Source: an optimization exercise on an open RTL-to-GDS flow (aim: small area). Production flows keep margins and buffers that such runs may drop.
In this exercise RTL edits were held to simulation tests only and were not proved equivalent to the original.
Power figures rest on the tool's default switching activity, not on a simulated workload.

==> module mips_cpu, before the edit <==
module mips_cpu (
    input  logic        clk,
    input  logic        arst_n_i,
    input  logic [31:0] rom_data_i,
    output logic [31:0] rom_addr_o,
    output logic        rom_en_o,
    input  logic [31:0] ram_data_i,
    output logic        ram_en_o,
    output logic        ram_wr_en_o,
    output logic [31:0] ram_addr_o,
    output logic [31:0] ram_data_o
);
    localparam logic [3:0] C_NOP  = 4'h0;
    localparam logic [3:0] C_ADDU = 4'h1;
    localparam logic [3:0] C_SW   = 4'h2;
    localparam logic [3:0] C_SUBU = 4'h3;
    localparam logic [3:0] C_AND  = 4'h4;
    localparam logic [3:0] C_OR   = 4'h5;
    localparam logic [3:0] C_XOR  = 4'h6;
    localparam logic [3:0] C_NOR  = 4'h7;
    localparam logic [3:0] C_LW   = 4'h8;
    localparam logic [3:0] C_ADDI = 4'h9;
    localparam logic [3:0] C_SLT  = 4'ha;
    localparam logic [3:0] C_SLTU = 4'hb;
    localparam logic [3:0] C_ANDI = 4'hc;
    localparam logic [3:0] C_ORI  = 4'hd;
    localparam logic [3:0] C_XORI = 4'he;
    localparam logic [3:0] C_LUI  = 4'hf;
    logic        stall;
    logic        advance;
    logic [31:2] pc_q;
    logic [3:0]  cls;
    assign rom_addr_o = {pc_q, 2'b00};
    assign advance    = rom_en_o && !stall;
    always_comb begin
        cls = C_NOP;
        case (rom_data_i[31:26])
            6'h00: case (rom_data_i[5:0])
                6'h21, 6'h23, 6'h24, 6'h25, 6'h26, 6'h27, 6'h2a, 6'h2b: cls = rom_data_i[3:0];
                default: cls = C_NOP;
            endcase
            6'h09, 6'h0c, 6'h0d, 6'h0e, 6'h0f: cls = rom_data_i[29:26];
            6'h23: cls = C_LW;
            6'h2b: cls = C_SW;
            default: cls = C_NOP;
        endcase
    end
    logic [3:0]  id_cls;
    logic [4:0]  id_rs;
    logic [4:0]  id_rt;
    logic [15:0] id_imm;
    always_ff @(posedge clk or negedge arst_n_i) begin
        if (!arst_n_i) begin
            rom_en_o <= 1'b0;
            pc_q     <= '0;
            id_cls   <= C_NOP;
        end else begin
            rom_en_o <= 1'b1;
            pc_q     <= pc_q + {29'd0, advance};
            if (advance) begin
                id_cls <= cls;
            end
        end
    end
    always_ff @(posedge clk) begin
        if (advance) begin
            id_rs  <= rom_data_i[25:21];
            id_rt  <= rom_data_i[20:16];
            id_imm <= rom_data_i[15:0];
        end
    end
    logic       id_uses_rs;
    logic       id_uses_rt;
    logic [3:0] ex_cls;
    logic [3:0] ex_rs_hi_n;
    logic [7:0] ex_rs_lo_n;
    logic [3:0] ex_rt_hi_n;
    logic [7:0] ex_rt_lo_n;
    logic [4:0] ex_rt;
    logic [15:0] ex_imm;
    logic        ex_fwd_rs;
    logic        ex_fwd_rt;
    logic        ex_wr_en;
    logic [4:0]  ex_wr_addr;
    always_comb begin
        case (id_cls)
            C_NOP, C_LUI: id_uses_rs = 1'b0;
            default:      id_uses_rs = 1'b1;
        endcase
        case (id_cls)
            C_ADDU, C_SUBU, C_AND, C_OR, C_XOR, C_NOR, C_SLT, C_SLTU, C_SW: id_uses_rt = 1'b1;
            default: id_uses_rt = 1'b0;
        endcase
    end
    assign stall = ex_cls == C_LW && ex_rt != 5'd0 &&
                   ((id_uses_rs && id_rs == ex_rt) || (id_uses_rt && id_rt == ex_rt));
    always_ff @(posedge clk or negedge arst_n_i) begin
        if (!arst_n_i) begin
            ex_cls <= C_NOP;
        end else begin
            ex_cls <= stall ? C_NOP : id_cls;
        end
    end
    logic id_fwd_rs;
    logic id_fwd_rt;
    assign id_fwd_rs = ex_wr_en && ex_wr_addr == id_rs;
    assign id_fwd_rt = ex_wr_en && ex_wr_addr == id_rt;
    always_ff @(posedge clk) begin
        ex_rt     <= id_rt;
        ex_imm    <= id_imm;
        ex_rs_hi_n <= ~({4{!id_fwd_rs}} & (4'b0001 << id_rs[4:3]));
        ex_rs_lo_n <= ~(8'b0000_0001 << id_rs[2:0]);
        ex_rt_hi_n <= ~({4{!id_fwd_rt}} & (4'b0001 << id_rt[4:3]));
        ex_rt_lo_n <= ~(8'b0000_0001 << id_rt[2:0]);
        ex_fwd_rs <= id_fwd_rs;
        ex_fwd_rt <= id_fwd_rt;
    end
    logic        mem_wr_en;
    logic        mem_is_load;
    logic        mem_is_store;
    logic [4:0]  mem_wr_addr;
    logic [31:0] mem_result;
    logic [31:0] mem_st_data;
    logic [31:0] wb_data;
    logic        is_rtype;
    logic [31:0] rs_val;
    logic [31:0] rt_val;
    logic [31:0] sum;
    logic [31:0] result;
    regfile u_regfile (
        .clk       (clk),
        .rs_hi_n_i (ex_rs_hi_n),
        .rs_lo_n_i (ex_rs_lo_n),
        .rt_hi_n_i (ex_rt_hi_n),
        .rt_lo_n_i (ex_rt_lo_n),
        .wr_en_i   (mem_wr_en),
        .wr_addr_i (mem_wr_addr),
        .wr_data_i (wb_data),
        .clear_i   (!rom_en_o),
        .byp_rs_i  (ex_fwd_rs),
        .byp_rt_i  (ex_fwd_rt),
        .byp_data_i(wb_data),
        .rs_data_o (rs_val),
        .rt_data_o (rt_val)
    );
    alu u_alu (
        .cls_i    (ex_cls),
        .rs_i     (rs_val),
        .rt_i     (rt_val),
        .imm_i    (ex_imm),
        .sum_o    (sum),
        .result_o (result)
    );
    always_comb begin
        case (ex_cls)
            C_ADDU, C_SUBU, C_AND, C_OR, C_XOR, C_NOR, C_SLT, C_SLTU: is_rtype = 1'b1;
            default: is_rtype = 1'b0;
        endcase
    end
    assign ex_wr_addr = is_rtype ? ex_imm[15:11] : ex_rt;
    assign ex_wr_en   = !(ex_cls == C_NOP || ex_cls == C_SW) && ex_wr_addr != 5'd0;
    always_ff @(posedge clk or negedge arst_n_i) begin
        if (!arst_n_i) begin
            mem_wr_en    <= 1'b0;
            mem_is_load  <= 1'b0;
            mem_is_store <= 1'b0;
            mem_result   <= '0;
        end else begin
            mem_result   <= result;
            mem_wr_en    <= ex_wr_en;
            mem_is_load  <= ex_cls == C_LW;
            mem_is_store <= ex_cls == C_SW;
        end
    end
    always_ff @(posedge clk) begin
        mem_wr_addr <= ex_wr_addr;
        mem_st_data <= rt_val;
    end
    assign wb_data = mem_is_load ? ram_data_i : mem_result;
    assign ram_en_o    = mem_is_load || mem_is_store;
    assign ram_wr_en_o = mem_is_store;
    assign ram_addr_o  = mem_result;
    assign ram_data_o  = mem_st_data;
endmodule
Settings: LEC_CHECK=0, CAP_MARGIN=10, CORE_MARGIN=2, CORE_UTILIZATION=50, CTS_BUF_LIST=sky130_fd_sc_hd__clkbuf_16, CTS_CLUSTER_DIAMETER=100, CTS_CLUSTER_SIZE=25, GPL_TIMING_DRIVEN=0, PLACE_DENSITY=0.6, SETUP_SLACK_MARGIN=0.2, SLEW_MARGIN=10, SYNTH_HIERARCHICAL=1; clock period 6.0 ns.
standard.sh (not shown) runs the stock make flow with config.mk's settings and CLKGATE_MAP_FILE= SYNTH_SCRIPT=/design/flow/synth_recipe.tcl, a recipe that flattens the netlist after the stock synthesis.
==> flow/flow/run.sh <==
#!/bin/bash
# The standard layout (standard.sh) with three changes:
# - synthesis is the standard flow's own script (synth_recipe.tcl, unchanged) except that
#   its abc calls use flow/abc_map.script: ORFS's speed script without the
#   final buffering and up/down-sizing, which placement repairs anyway;
#   registers, their names and cells are untouched by abc
# - the input and output port buffers use the smallest buffer cell
# - an area-recovery pass after global routing (flow/grt_post.tcl)
set -o pipefail
here=$(pwd)
{
  echo 'proc abc {args} {'
  echo '  set i [lsearch -exact $args -script]'
  echo "  if {\$i >= 0} { lset args [expr {\$i + 1}] $here/flow/abc_map.script }"
  echo '  yosys abc {*}$args'
  echo '}'
  cat synth_recipe.tcl
} > flow_synth.tcl
bash standard.sh SYNTH_SCRIPT="$here/flow_synth.tcl" \
    BUFFER_PORTS_ARGS="-buffer_cell sky130_fd_sc_hd__buf_1" \
    POST_GLOBAL_ROUTE_TCL="$here/flow/grt_post.tcl" finish 2>&1 | tee standard_make.log
==> flow/flow/abc_map.script <==
&get -n
&st
&dch
&nf
&st
&syn2
&if -g -K 6
&synch2
&nf
&st
&syn2
&if -g -K 6
&synch2
&nf
&st
&syn2
&if -g -K 6
&synch2
&nf
&st
&syn2
&if -g -K 6
&synch2
&nf
&st
&syn2
&if -g -K 6
&synch2
&nf
&put
topo
stime -c
==> flow/flow/grt_post.tcl <==
# Sourced by ORFS's global_route.tcl as POST_GLOBAL_ROUTE_TCL, before it
# writes 5_1_grt.odb.  Area recovery: gates with slack to spare are
# downsized, then slew and capacitance are repaired again and the timing
# re-checked, each time re-legalising and re-routing the changed nets.  The
# route guides are written again for detailed routing.
log_cmd global_route -start_incremental
log_cmd repair_timing -recover_power 100 -setup_margin $::env(SETUP_SLACK_MARGIN) -verbose
repair_design_helper
log_cmd detailed_placement
log_cmd global_route -end_incremental

log_cmd estimate_parasitics -global_routing
log_cmd global_route -start_incremental
repair_timing_helper -setup
log_cmd detailed_placement
log_cmd global_route -end_incremental

log_cmd estimate_parasitics -global_routing
write_guides $::env(RESULTS_DIR)/route.guide
The starting point completed with no timing, DRC or antenna violations.
Edit:
--- a/flow/design.v
+++ b/flow/design.v
@@ -353,9 +353,7 @@
             mem_wr_en    <= 1'b0;
             mem_is_load  <= 1'b0;
             mem_is_store <= 1'b0;
-            mem_result   <= '0;
         end else begin
-            mem_result   <= result;
             mem_wr_en    <= ex_wr_en;
             mem_is_load  <= ex_cls == C_LW;
             mem_is_store <= ex_cls == C_SW;
@@ -363,9 +361,11 @@
     end
     always_ff @(posedge clk) begin
         mem_wr_addr <= ex_wr_addr;
+        mem_result  <= result;
         mem_st_data <= rt_val;
     end
-    assign wb_data = mem_is_load ? ram_data_i : mem_result;
+    assign wb_data = ({32{mem_is_load}} & ram_data_i) |
+                     ({32{mem_wr_en && !mem_is_load}} & mem_result);
     assign ram_en_o    = mem_is_load || mem_is_store;
     assign ram_wr_en_o = mem_is_store;
     assign ram_addr_o  = mem_result;
=>
- register-to-register slack got worse by 0.08 ns
- power drops by 13%
- final area hardly moves
- worst hold slack gains 0.0043 ns
- combinational power went down by 26%
- utilization is about the same
- wire length goes up by 1.9%

[afterwards: timing with drivers on the ports]
In the flow no input, the clock included, has a driving cell. The finished layouts below were timed again as built, in two steps. Step 1, drivers: a clkbuf_16 drives clk and a buf_2 each remaining input, both assumed. Step 2 times the ports against the registers' clock, not the clock port: input delays grow and output delays shrink by t, the midpoint of the rising clock arrivals with the driver on. Three values: no drivers, after step 1, after step 2; two values: the first two.
run	t (ns)	setup slack, ns	hold slack, ns	worst setup path after step 2	worst data-port slew with drivers (ns)
the first run	0.742	0.338 / 0.338 / -0.285	0.348 / 0.348 / 0.348	input to register	0.06
the second run	0.778	0.258 / 0.258 / -0.079	0.352 / 0.352 / 0.352	input to register	0.05
With both steps, setup timing fails in the first run and the second run, where it was met with ideal ports. For the first run, which loses most, drivers alone change the setup slack by 0.000 ns; drivers and shift together by -0.623 ns.
